Background: an optimization exercise with open tools, aiming at small area, a short achievable clock period and few clock cycles. Do not read the settings as production practice.
Function was checked by simulation only, so behaviour that the tests miss may differ from the original.
Power and IR drop assume default switching activity.

### design/flow/config.mk
export PLATFORM = sky130hd
export DESIGN_NAME = usb_app
export DESIGN_NICKNAME = usb_app
export VERILOG_FILES = /design/flow/design.v
export SDC_FILE = /design/flow/constraint.sdc
export NUM_CORES = 4
export LEC_CHECK = 0
export CAP_MARGIN = 20
export CORE_MARGIN = 2
export CORE_UTILIZATION = 40
export SLEW_MARGIN = 20
### design/flow/design.v
package app_pkg;
   localparam int CNT_W = 24;
   localparam int RAM_AW = 10;
   localparam logic [23:0] LFSR_POLY = 24'hE10000;
   localparam logic [31:0] CRC_POLY = 32'h04C11DB7;
   typedef enum logic [7:0] {
      CMD_NO         = 8'd0,
      CMD_IN         = 8'd1,
      CMD_OUT        = 8'd2,
      CMD_ADDR       = 8'd3,
      CMD_WAIT       = 8'd4,
      CMD_LFSR_WRITE = 8'd5,
      CMD_LFSR_READ  = 8'd6,
      CMD_RAM_READ   = 8'd8
   } cmd_e;
   typedef enum logic [3:0] {
      ST_LOOPBACK,
      ST_CMD0,
      ST_CMD1,
      ST_CMD2,
      ST_CMD3,
      ST_IN,
      ST_OUT,
      ST_READ0,
      ST_READ1,
      ST_READ2,
      ST_READ3,
      ST_READ_RAM
   } state_e;
   typedef struct packed {
      logic [7:0] data;
      logic       valid;
   } byte_stream_t;
   typedef struct packed {
      logic              en;
      logic              we;
      logic [RAM_AW-1:0] addr;
   } mem_req_t;
endpackage
`timescale 1ns/1ps
module byte_pacer #(
   parameter int WAIT_W = 8
) (
   input  logic                  clk_i,
   input  logic                  rstn,
   input  logic [7:0]            out_data_i,
   input  logic                  out_valid_i,
   output logic                  out_ready_o,
   input  logic                  in_ready_i,
   output logic [7:0]            in_data_o,
   output logic                  in_valid_o,
   output app_pkg::byte_stream_t out_byte_o,
   input  logic                  out_pop_i,
   input  app_pkg::byte_stream_t in_byte_i,
   output logic                  in_take_o,
   input  logic                  wait_set_i,
   input  logic                  pace_start_i
);
   app_pkg::byte_stream_t out_q;
   logic [WAIT_W-1:0]     wait_q;
   logic [WAIT_W-1:0]     gap_q;
   logic                  pacing;
   assign pacing      = |gap_q;
   assign out_ready_o = (~out_q.valid | out_pop_i) & ~pacing;
   assign out_byte_o  = out_q;
   assign in_data_o  = in_byte_i.data;
   assign in_valid_o = in_byte_i.valid & ~pacing;
   assign in_take_o  = in_valid_o & in_ready_i;
   always_ff @(posedge clk_i or negedge rstn) begin
      if (!rstn) begin
         out_q  <= '0;
         wait_q <= '0;
         gap_q  <= '0;
      end else begin
         if (out_valid_i && out_ready_o) begin
            out_q.data  <= out_data_i;
            out_q.valid <= 1'b1;
         end else if (out_pop_i) begin
            out_q.valid <= 1'b0;
         end
         if (wait_set_i) begin
            wait_q <= WAIT_W'(out_q.data);
         end
         if (pace_start_i) begin
            gap_q <= wait_q;
         end else if (pacing) begin
            gap_q <= gap_q - 1'b1;
         end
      end
   end
endmodule
`timescale 1ns/1ps
module crc32_engine (
   input  logic        clk_i,
   input  logic        rstn,
   input  logic        crc_init_i,
   input  logic        crc_upd_i,
   input  logic [7:0]  crc_data_i,
   output logic [31:0] crc_o
);
   logic [31:0] crc_q;
   function automatic logic [31:0] crc_byte(input logic [31:0] crc, input logic [7:0] data);
      logic [31:0] c;
      c = crc;
      for (int i = 0; i < 8; i++) begin
         if (data[i] ^ c[31]) begin
            c = {c[30:0], 1'b0} ^ app_pkg::CRC_POLY;
         end else begin
            c = {c[30:0], 1'b0};
         end
      end
      crc_byte = c;
   endfunction
   always_ff @(posedge clk_i or negedge rstn) begin
      if (!rstn) begin
         crc_q <= '1;
      end else if (crc_init_i) begin
         crc_q <= '1;
      end else if (crc_upd_i) begin
         crc_q <= crc_byte(crc_q, crc_data_i);
      end
   end
   always_comb begin
      for (int i = 0; i < 32; i++) begin
         crc_o[i] = ~crc_q[31-i];
      end
   end
endmodule
`timescale 1ns/1ps
module lfsr24 (
   input  logic        clk_i,
   input  logic        rstn,
   input  logic        lfsr_load_i,
   input  logic [1:0]  load_idx_i,
   input  logic [7:0]  load_byte_i,
   input  logic        lfsr_step_i,
   output logic [23:0] lfsr_o
);
   logic [23:0] lfsr_q;
   logic        fb;
   assign fb     = ~^(lfsr_q & app_pkg::LFSR_POLY);
   assign lfsr_o = lfsr_q;
   always_ff @(posedge clk_i or negedge rstn) begin
      if (!rstn) begin
         lfsr_q <= '0;
      end else if (lfsr_load_i) begin
         case (load_idx_i)
            2'd0: lfsr_q[7:0]   <= load_byte_i;
            2'd1: lfsr_q[15:8]  <= load_byte_i;
            2'd2: lfsr_q[23:16] <= load_byte_i;
            default: lfsr_q     <= lfsr_q;
         endcase
      end else if (lfsr_step_i) begin
         lfsr_q <= {lfsr_q[22:0], fb};
      end
   end
endmodule
`timescale 1ns/1ps
module byte_ram #(
   parameter int RAM_DEPTH = 1024
) (
   input  logic              clk_i,
   input  app_pkg::mem_req_t mem_req_i,
   input  logic [7:0]        wdata_i,
   output logic [7:0]        rdata_o
);
   localparam int AW = $clog2(RAM_DEPTH);
   logic [7:0]    mem [RAM_DEPTH];
   logic [AW-1:0] idx;
   assign idx = mem_req_i.addr[AW-1:0];
   always_ff @(posedge clk_i) begin
      if (mem_req_i.en) begin
         if (mem_req_i.we) begin
            mem[idx] <= wdata_i;
         end else begin
            rdata_o <= mem[idx];
         end
      end
   end
endmodule
`timescale 1ns/1ps
module app_ctrl (
   input  logic                  clk_i,
   input  logic                  rstn,
   input  app_pkg::byte_stream_t out_byte_i,
   output logic                  out_pop_o,
   output app_pkg::byte_stream_t in_byte_o,
   input  logic                  in_take_i,
   output logic                  wait_set_o,
   output logic                  pace_start_o,
   output logic                  crc_init_o,
   output logic                  crc_upd_o,
   output logic [7:0]            crc_data_o,
   input  logic [31:0]           crc_i,
   output logic                  lfsr_load_o,
   output logic [1:0]            load_idx_o,
   output logic                  lfsr_step_o,
   input  logic [23:0]           lfsr_i,
   output app_pkg::mem_req_t     mem_req_o,
   input  logic [7:0]            rdata_i
);
   app_pkg::state_e            state_q, state_d;
   app_pkg::cmd_e              cmd_q, cmd_d;
   logic [app_pkg::CNT_W-1:0]  cnt_q, cnt_d;
   logic [app_pkg::CNT_W-1:0]  addr_q, addr_d;
   logic                       mem_vld_q, mem_vld_d;
   app_pkg::state_e nxt_state;
   app_pkg::state_e run_state;
   logic [1:0]      sub_idx;
   logic [31:0]     res_word;
   logic            has_count;
   always_comb begin
      sub_idx   = 2'd0;
      nxt_state = app_pkg::ST_LOOPBACK;
      case (state_q)
         app_pkg::ST_CMD1:  nxt_state = app_pkg::ST_CMD2;
         app_pkg::ST_CMD2:  begin sub_idx = 2'd1; nxt_state = app_pkg::ST_CMD3; end
         app_pkg::ST_CMD3:  sub_idx = 2'd2;
         app_pkg::ST_READ0: nxt_state = app_pkg::ST_READ1;
         app_pkg::ST_READ1: begin sub_idx = 2'd1; nxt_state = app_pkg::ST_READ2; end
         app_pkg::ST_READ2: begin sub_idx = 2'd2; nxt_state = app_pkg::ST_READ3; end
         app_pkg::ST_READ3: sub_idx = 2'd3;
         default:           nxt_state = app_pkg::ST_LOOPBACK;
      endcase
   end
   assign has_count = (cmd_q == app_pkg::CMD_IN) || (cmd_q == app_pkg::CMD_OUT) ||
                      (cmd_q == app_pkg::CMD_RAM_READ);
   always_comb begin
      case (cmd_q)
         app_pkg::CMD_IN:       run_state = app_pkg::ST_IN;
         app_pkg::CMD_OUT:      run_state = app_pkg::ST_OUT;
         app_pkg::CMD_RAM_READ: run_state = app_pkg::ST_READ_RAM;
         default:               run_state = app_pkg::ST_LOOPBACK;
      endcase
   end
   assign res_word = (cmd_q == app_pkg::CMD_LFSR_READ) ? {8'd0, lfsr_i} : crc_i;
   always_comb begin
      state_d   = state_q;
      cmd_d     = cmd_q;
      cnt_d     = cnt_q;
      addr_d    = addr_q;
      mem_vld_d = mem_vld_q;
      out_pop_o       = 1'b0;
      in_byte_o.data  = out_byte_i.data;
      in_byte_o.valid = 1'b0;
      wait_set_o      = 1'b0;
      pace_start_o    = 1'b0;
      crc_init_o      = 1'b0;
      crc_upd_o       = 1'b0;
      crc_data_o      = out_byte_i.data;
      lfsr_load_o     = 1'b0;
      load_idx_o      = sub_idx;
      lfsr_step_o     = 1'b0;
      mem_req_o.en    = 1'b0;
      mem_req_o.we    = 1'b0;
      mem_req_o.addr  = addr_q[app_pkg::RAM_AW-1:0];
      case (state_q)
         app_pkg::ST_LOOPBACK: begin
            if (out_byte_i.valid) begin
               if (out_byte_i.data == 8'h00) begin
                  out_pop_o = 1'b1;
                  state_d   = app_pkg::ST_CMD0;
               end else begin
                  in_byte_o.valid = 1'b1;
                  out_pop_o       = in_take_i;
                  if (in_take_i) begin
                     mem_req_o.en = 1'b1;
                     mem_req_o.we = 1'b1;
                     addr_d       = addr_q + 1'b1;
                  end
               end
            end
         end
         app_pkg::ST_CMD0: begin
            out_pop_o = out_byte_i.valid;
            if (out_byte_i.valid) begin
               cmd_d   = app_pkg::cmd_e'(out_byte_i.data);
               state_d = app_pkg::ST_CMD1;
            end
         end
         app_pkg::ST_CMD1, app_pkg::ST_CMD2, app_pkg::ST_CMD3: begin
            if (has_count || cmd_q == app_pkg::CMD_ADDR || cmd_q == app_pkg::CMD_LFSR_WRITE) begin
               out_pop_o = out_byte_i.valid;
               if (out_byte_i.valid) begin
                  if (has_count) begin
                     cnt_d[sub_idx*8 +: 8] = out_byte_i.data;
                  end else if (cmd_q == app_pkg::CMD_ADDR) begin
                     addr_d[sub_idx*8 +: 8] = out_byte_i.data;
                  end else begin
                     lfsr_load_o = 1'b1;
                  end
                  if (state_q == app_pkg::ST_CMD3) begin
                     state_d    = run_state;
                     crc_init_o = (cmd_q == app_pkg::CMD_IN) || (cmd_q == app_pkg::CMD_OUT);
                  end else begin
                     state_d = nxt_state;
                  end
               end
            end else if (cmd_q == app_pkg::CMD_WAIT && state_q == app_pkg::ST_CMD1) begin
               out_pop_o = out_byte_i.valid;
               if (out_byte_i.valid) begin
                  wait_set_o = 1'b1;
                  state_d    = app_pkg::ST_LOOPBACK;
               end
            end else if (cmd_q == app_pkg::CMD_LFSR_READ) begin
               state_d = app_pkg::ST_READ0;
            end else begin
               state_d = app_pkg::ST_LOOPBACK;
            end
         end
         app_pkg::ST_IN: begin
            in_byte_o.data  = lfsr_i[7:0];
            in_byte_o.valid = 1'b1;
            if (in_take_i) begin
               crc_upd_o    = 1'b1;
               crc_data_o   = lfsr_i[7:0];
               lfsr_step_o  = 1'b1;
               pace_start_o = 1'b1;
               if (cnt_q == '0) begin
                  state_d = app_pkg::ST_READ0;
               end else begin
                  cnt_d = cnt_q - 1'b1;
               end
            end
         end
         app_pkg::ST_OUT: begin
            out_pop_o = out_byte_i.valid;
            if (out_byte_i.valid) begin
               crc_upd_o    = 1'b1;
               pace_start_o = 1'b1;
               if (cnt_q == '0) begin
                  state_d = app_pkg::ST_READ0;
               end else begin
                  cnt_d = cnt_q - 1'b1;
               end
            end
         end
         app_pkg::ST_READ0, app_pkg::ST_READ1, app_pkg::ST_READ2, app_pkg::ST_READ3: begin
            in_byte_o.data  = res_word[sub_idx*8 +: 8];
            in_byte_o.valid = 1'b1;
            if (in_take_i) begin
               state_d = nxt_state;
            end
         end
         app_pkg::ST_READ_RAM: begin
            if (!mem_vld_q) begin
               mem_req_o.en = 1'b1;
               mem_vld_d    = 1'b1;
               addr_d       = addr_q + 1'b1;
            end
            in_byte_o.data  = rdata_i;
            in_byte_o.valid = mem_vld_q;
            if (in_take_i && mem_vld_q) begin
               pace_start_o = 1'b1;
               if (cnt_q == '0) begin
                  mem_vld_d = 1'b0;
                  addr_d    = '0;
                  state_d   = app_pkg::ST_LOOPBACK;
               end else begin
                  cnt_d        = cnt_q - 1'b1;
                  mem_req_o.en = 1'b1;
                  addr_d       = addr_q + 1'b1;
               end
            end
         end
         default: state_d = app_pkg::ST_LOOPBACK;
      endcase
   end
   always_ff @(posedge clk_i or negedge rstn) begin
      if (!rstn) begin
         state_q   <= app_pkg::ST_LOOPBACK;
         cmd_q     <= app_pkg::CMD_NO;
         cnt_q     <= '0;
         addr_q    <= '0;
         mem_vld_q <= 1'b0;
      end else begin
         state_q   <= state_d;
         cmd_q     <= cmd_d;
         cnt_q     <= cnt_d;
         addr_q    <= addr_d;
         mem_vld_q <= mem_vld_d;
      end
   end
endmodule
`timescale 1ns/1ps
module usb_app #(
   parameter int RAM_DEPTH = 256,
   parameter int WAIT_W    = 8
) (
   input  logic       clk_i,
   input  logic       rstn_i,
   input  logic [7:0] out_data_i,
   input  logic       out_valid_i,
   output logic       out_ready_o,
   output logic [7:0] in_data_o,
   output logic       in_valid_o,
   input  logic       in_ready_i
);
   logic                  rst_meta;
   logic                  rstn;
   app_pkg::byte_stream_t out_byte;
   app_pkg::byte_stream_t in_byte;
   logic                  out_pop;
   logic                  in_take;
   logic                  wait_set;
   logic                  pace_start;
   logic                  crc_init;
   logic                  crc_upd;
   logic [7:0]            crc_data;
   logic [31:0]           crc;
   logic                  lfsr_load;
   logic [1:0]            load_idx;
   logic                  lfsr_step;
   logic [23:0]           lfsr;
   app_pkg::mem_req_t     mem_req;
   logic [7:0]            rdata;
   always_ff @(posedge clk_i or negedge rstn_i) begin
      if (!rstn_i) begin
         rst_meta <= 1'b0;
         rstn     <= 1'b0;
      end else begin
         rst_meta <= 1'b1;
         rstn     <= rst_meta;
      end
   end
   byte_pacer #(.WAIT_W(WAIT_W)) u_pacer (
      .clk_i, .rstn,
      .out_data_i, .out_valid_i, .out_ready_o,
      .in_ready_i, .in_data_o, .in_valid_o,
      .out_byte_o(out_byte), .out_pop_i(out_pop),
      .in_byte_i(in_byte), .in_take_o(in_take),
      .wait_set_i(wait_set), .pace_start_i(pace_start)
   );
   app_ctrl u_ctrl (
      .clk_i, .rstn,
      .out_byte_i(out_byte), .out_pop_o(out_pop),
      .in_byte_o(in_byte), .in_take_i(in_take),
      .wait_set_o(wait_set), .pace_start_o(pace_start),
      .crc_init_o(crc_init), .crc_upd_o(crc_upd), .crc_data_o(crc_data), .crc_i(crc),
      .lfsr_load_o(lfsr_load), .load_idx_o(load_idx), .lfsr_step_o(lfsr_step), .lfsr_i(lfsr),
      .mem_req_o(mem_req), .rdata_i(rdata)
   );
   crc32_engine u_crc (
      .clk_i, .rstn,
      .crc_init_i(crc_init), .crc_upd_i(crc_upd), .crc_data_i(crc_data), .crc_o(crc)
   );
   lfsr24 u_lfsr (
      .clk_i, .rstn,
      .lfsr_load_i(lfsr_load), .load_idx_i(load_idx), .load_byte_i(out_byte.data),
      .lfsr_step_i(lfsr_step), .lfsr_o(lfsr)
   );
   byte_ram #(.RAM_DEPTH(RAM_DEPTH)) u_ram (
      .clk_i,
      .mem_req_i(mem_req), .wdata_i(out_byte.data), .rdata_o(rdata)
   );
endmodule
### design/flow/constraint.sdc
create_clock -name core_clock -period 5.0 [get_ports {clk_i}]
set_input_delay 1.0000 -clock core_clock [delete_from_list [all_inputs] [get_ports {clk_i}]]
set_output_delay 1.0000 -clock core_clock [all_outputs]
set_load 0.01 [all_outputs]
### design/flow/run.sh
#!/bin/bash
# synth_recipe.tcl (not shown) runs the flow's synth.tcl, then flattens the netlist and writes it again
# the make line also repeats each setting of config.mk as NAME=value (left out here)
make -C /OpenROAD-flow-scripts/flow DESIGN_CONFIG=/design/flow/config.mk WORK_HOME=/design/flow/orfs CLKGATE_MAP_FILE= SYNTH_SCRIPT=/design/flow/synth_recipe.tcl finish
==> impl_results.md <==
* Number of global-route vias before repair at around 46000
* Layout Cell Area excl Fill at 0.101 sq mm
* Gr usage total at about a fifth
* Routed WL per cell at 29.5 um
* Setup repair after global routing missed its margin: false
* Worst Setup Start Kind: flop
* Startpoint of the lowest-slack register-to-register path: u_ctrl.addr_q[0]
* Status: finished clean
* Horizontal die dimension at 472 um
* Aggregate routed wire length at 233000 um
* Sequential fraction of design power at 54.7%
* Yosys reg bits at 2184
* Sequential cell area fraction in the yosys report at between 70 and 80%
* Worst ir drop on vdd at 310 uV
* Area Growth Syn to Fin at 15.7%
* Detailed-route DRC error count at 0
* Critical path peak fanout at 53
* Proportion of layout cells with a drive suffix above 1 at between 20% and 30%
* Category of the most critical setup path: flop to output port
* Logic gate share of total power at 0.1%
* Count of endpoints failing hold in the final timing report at 0
* Post-Syn Nets at 4480
* Std-Cell Core Area at between 0.2 and 0.25 sq mm
* Htree depth at 4
* Hold-fix buffers at CTS at 0
* Maximum buffer depth of the clock tree at 3
* Post-DR vias/cell at 5.85
* TNS Setup at 0 ns
* Synthesized-area fraction occupied by xor and xnor cells at under 10%
* First-pass GRT wire length at about 340000 um
* Switching power summed over all nets at 7000 uW
* Number of enable-type register cells in the synthesized netlist at 2056
* Fin util at 46.6%
* Fraction of the mapped netlist area in compound gates at 4.48%
* Count of clock tree sinks at ~2200
* Latest clock arrival within the worst-skew pair at between 0.8 and 0.9 ns
* Max-cap violations at 0
* Synth async-reset ratio at between 5 and 6%
* Number of search-and-repair iterations in the first detailed-routing pass at 6
* Number of distinct library cell variants in the gate-level netlist after synthesis at 82
* Gp weighted congestion at 0.907
* FILL cells at 18100
* Worst slew margin at 21.7%
* Max Fclk at 213 MHz
* Initial antenna violation count at 3
* Leakage power total at 0.0383 uW
* Initial Util at 40.3%
* Floorplan die height at ~470 um
* Cell-internal power at 29000 uW
* Max-slew violation count at 0
* Setup violations, final at 0
* Number of DRC violations after detailed-routing iteration 0 at 5613
* Timing startpoint of the critical path: u_ctrl.cmd_q[2]
* Crit path capture type: output port
* Primary FF master, synth: edfxtp_1
* Net count, final at roughly 4900
* Crit path DAT at roughly 3.7 ns
* Post-route setup slack at 0.297 ns
* CTS Root Cell: clkbuf_16
* Synthesized area per cell at slightly below 20 sq um
* Power per unit of standard cell area at 355 mW/mm^2
* Post-detailed-placement half-perimeter wirelength at ~150000 um
* Pin count of the biggest net entering global routing at 220
* Worst endpoint required time at around 4.0 ns
* Post-synthesis adder-cell area fraction at less than 1%
* Antenna-violating nets left at 0
* Ports placed on the boundary at 22
* Clk_skew at 0.0879 ns
* Transition time at the pin with the least slew margin at 1.17 ns
* Dpl ws at 0.871 ns
* Post-Route Hold Slack at approximately 0.11 ns
* Tmin final at 4.70 ns
* TritonCTS buffer count at 215
* Buffers on Ports at 21
* Cell Area, Synth at a little under 0.09 sq mm
* Row Count at 171
* Cell Area, Placed at roughly 0.094 sq mm
* Post CTS Setup Buffer Count at 0
* Clock power frac at 45.2%
* Count of yosys warnings during synthesis at 6
* Vias at roughly 46000
* Post-synthesis mux area share at between 10 and 15%
* Hold Crit Class: flop to asynchronous set/reset pin
* Floorplan die area at 0.223 sq mm
* Switching fraction of total power at 19.4%
* Reg clk slew, reported paths at roughly 0.070 ns
* Cell count after synthesis at between 4000 and 5000
* Share of synthesized cell area in and, or, nand and nor gates at 3.49%
* Largest family of logic cells by synthesized area: multiplexers
* CTS tree: yes
* Share of the clock period used by the worst path at 94.1%
* Total grt overflow at 0
## flip-flops by register name, indices dropped and copies added (netlist names), 9 cells and up
| signal | flops |
|---|---|
| u_pacer.out_q | 9 |
| u_crc.crc_q | 32 |
| u_lfsr.lfsr_q | 24 |
| u_ctrl.cnt_q | 24 |
| u_ram.mem | 2048 |
## cells in the mapped netlist, types with 47 or more instances
library cell | instances | area (sq um)
o22ai_1 | 61 | 382
nor2_1 | 344 | 1290
clkbuf_1 | 179 | 672
mux4_2 | 558 | 12600
a22oi_1 | 79 | 593
nand2_1 | 135 | 507
nor3_1 | 47 | 235
a21oi_1 | 113 | 566
a22o_1 | 52 | 455
a221oi_1 | 53 | 464
o21ai_0 | 94 | 470
dfrtp_1 | 96 | 2400
edfxtp_1 | 2056 | 61700
buf_2 | 63 | 315
## critical path: stages (launching register included)
cell and delay, ns:
dfrtp_1 0.45, nor2b_1 0.20, nand4b_1 0.12, buf_4 0.40, nand2_1 0.31, o2bb2ai_1 0.28
a22o_1 0.17, a22oi_1 0.08, a22oi_1 0.23, clkdlybuf4s50_1 0.58
## area by class of cell
class / count / area [sq um] / area share [%]
Antenna cell: 1 / 2.50 / 0.00247
Clock buffer: 273 / 5750 / 5.67
Clock inverter: 124 / 1360 / 1.34
Inverter: 49 / 186 / 0.184
Multi-Input combinational cell: 1944 / 21400 / 21.1
Sequential cell: 2184 / 65000 / 64.2
Tap cell: 2854 / 3570 / 3.52
Timing Repair Buffer: 474 / 4050 / 3.99
## routing by layer
layer  vias up  wire (um)  GRT usage, %  share of wire, %
met4         2       8220          6.88               3.5
met5         -         13             0            0.0056
met3       413      19200          4.59               8.2
met1     24500      95200          28.6                41
met2      2043     111000          33.0                47
li1      19200          -             -                 -
## through the flow
stage                     total power [uW]  std cells
after floorplan                      20100       4458
after global placement               20100       7502
after detailed placement             20100       7502
after CTS                            36300       7899
after global routing                 36900       7902
final                                36000       7903
## placed cells by master (no fill, tap or decap), drive strengths merged, types with 6 or more instances in the layout
cell type and count:
dfrtp 96, bufinv 22, ha 10, nand2 135, nand2b 12, o211ai 7, mux4 558, clkinv 90
nand3 42, a22o 52, and3 7, a32oi 18, and2 6, clkdlybuf4s50 21, a21oi 113, nor2b 21
o21ai 95, mux2i 23, o221ai 13, clkinvlp 6, a21o 6, dfstp 32, a221oi 53, clkbuf 273
nand4 16, nor4 14, nor2 344, o32ai 7, xnor3 16, a31oi 17, buf 453, xnor2 37
o22ai 61, inv 55, xor2 18, nor3 49, edfxtp 2056, a22oi 79, mux2 24
## power groups by stage
stage / Combinational (uW) / Sequential [uW] / Clock, uW
after floorplan: 0.526 / 20100 / 0
after global placement: 33.1 / 20100 / 0
after detailed placement: 33.1 / 20100 / 0
after CTS: 33.3 / 19700 / 16500
after global routing: 35.7 / 19700 / 17200
final: 31.5 / 19700 / 16300
## final timing paths
| check | endpoint | slack (ns) | cells after the start |
|---|---|---|---|
| setup reg to reg | u_ram.rdata_o[6] | 0.84 | 9 |
| hold reg to reg | u_pacer.gap_q[6] | 0.11 | 0 |
| max in group asynchronous | u_ctrl.state_q[2] | 3.90 | 1 |
| min in group core_clock | rstn | 0.41 | 0 |
| hold / removal | u_pacer.gap_q[6] | 0.11 | 0 |
| setup / recovery | in_data_o[4] | 0.30 | 9 |
## timing repair
item                                    CTS  global route
endpoints found under the hold margin     0             0
endpoints found under the setup margin    0             6
gates resized for setup                   0             3
## cells by family (layout without fill, tap and decap cells)
group,Yosys count,in the layout
fa+ha+maj,10,10
xor+xnor,76,76
flops,2184,2184
other cells,1,2
mux,605,605
simple gates,680,680
buf+inv,330,920
compound gates,572,572
Testbench counts, summed over its fixed seeds: cycles 7,859.

==> afterwards: timing with drivers on the ports <==
Ports are ideal in the flow. The routed layout listed here was re-timed in OpenROAD. Step 1, drivers: a clkbuf_16 drives clk_i and a buf_2 each remaining input, both assumed. Step 2, shift: input delay + t, output delay - t, t = (earliest + latest rising clock arrival at the registers) / 2. This alone moves slack from input paths to output paths. Three values: ideal ports, drivers, drivers and shift; two values: the first two.
shift t [ns]: 0.934
setup WS [ns]: 0.297 / 0.211 / 0.838
worst setup path after step 2: register to register
latest minus earliest clock arrival (ns): 0.088 / 0.088
worst register clock-pin slew, ns: 0.07 / 0.07
After both steps setup and hold are still met in this run. For this run, drivers alone change the setup slack by -0.086 ns; drivers and shift together by +0.541 ns.
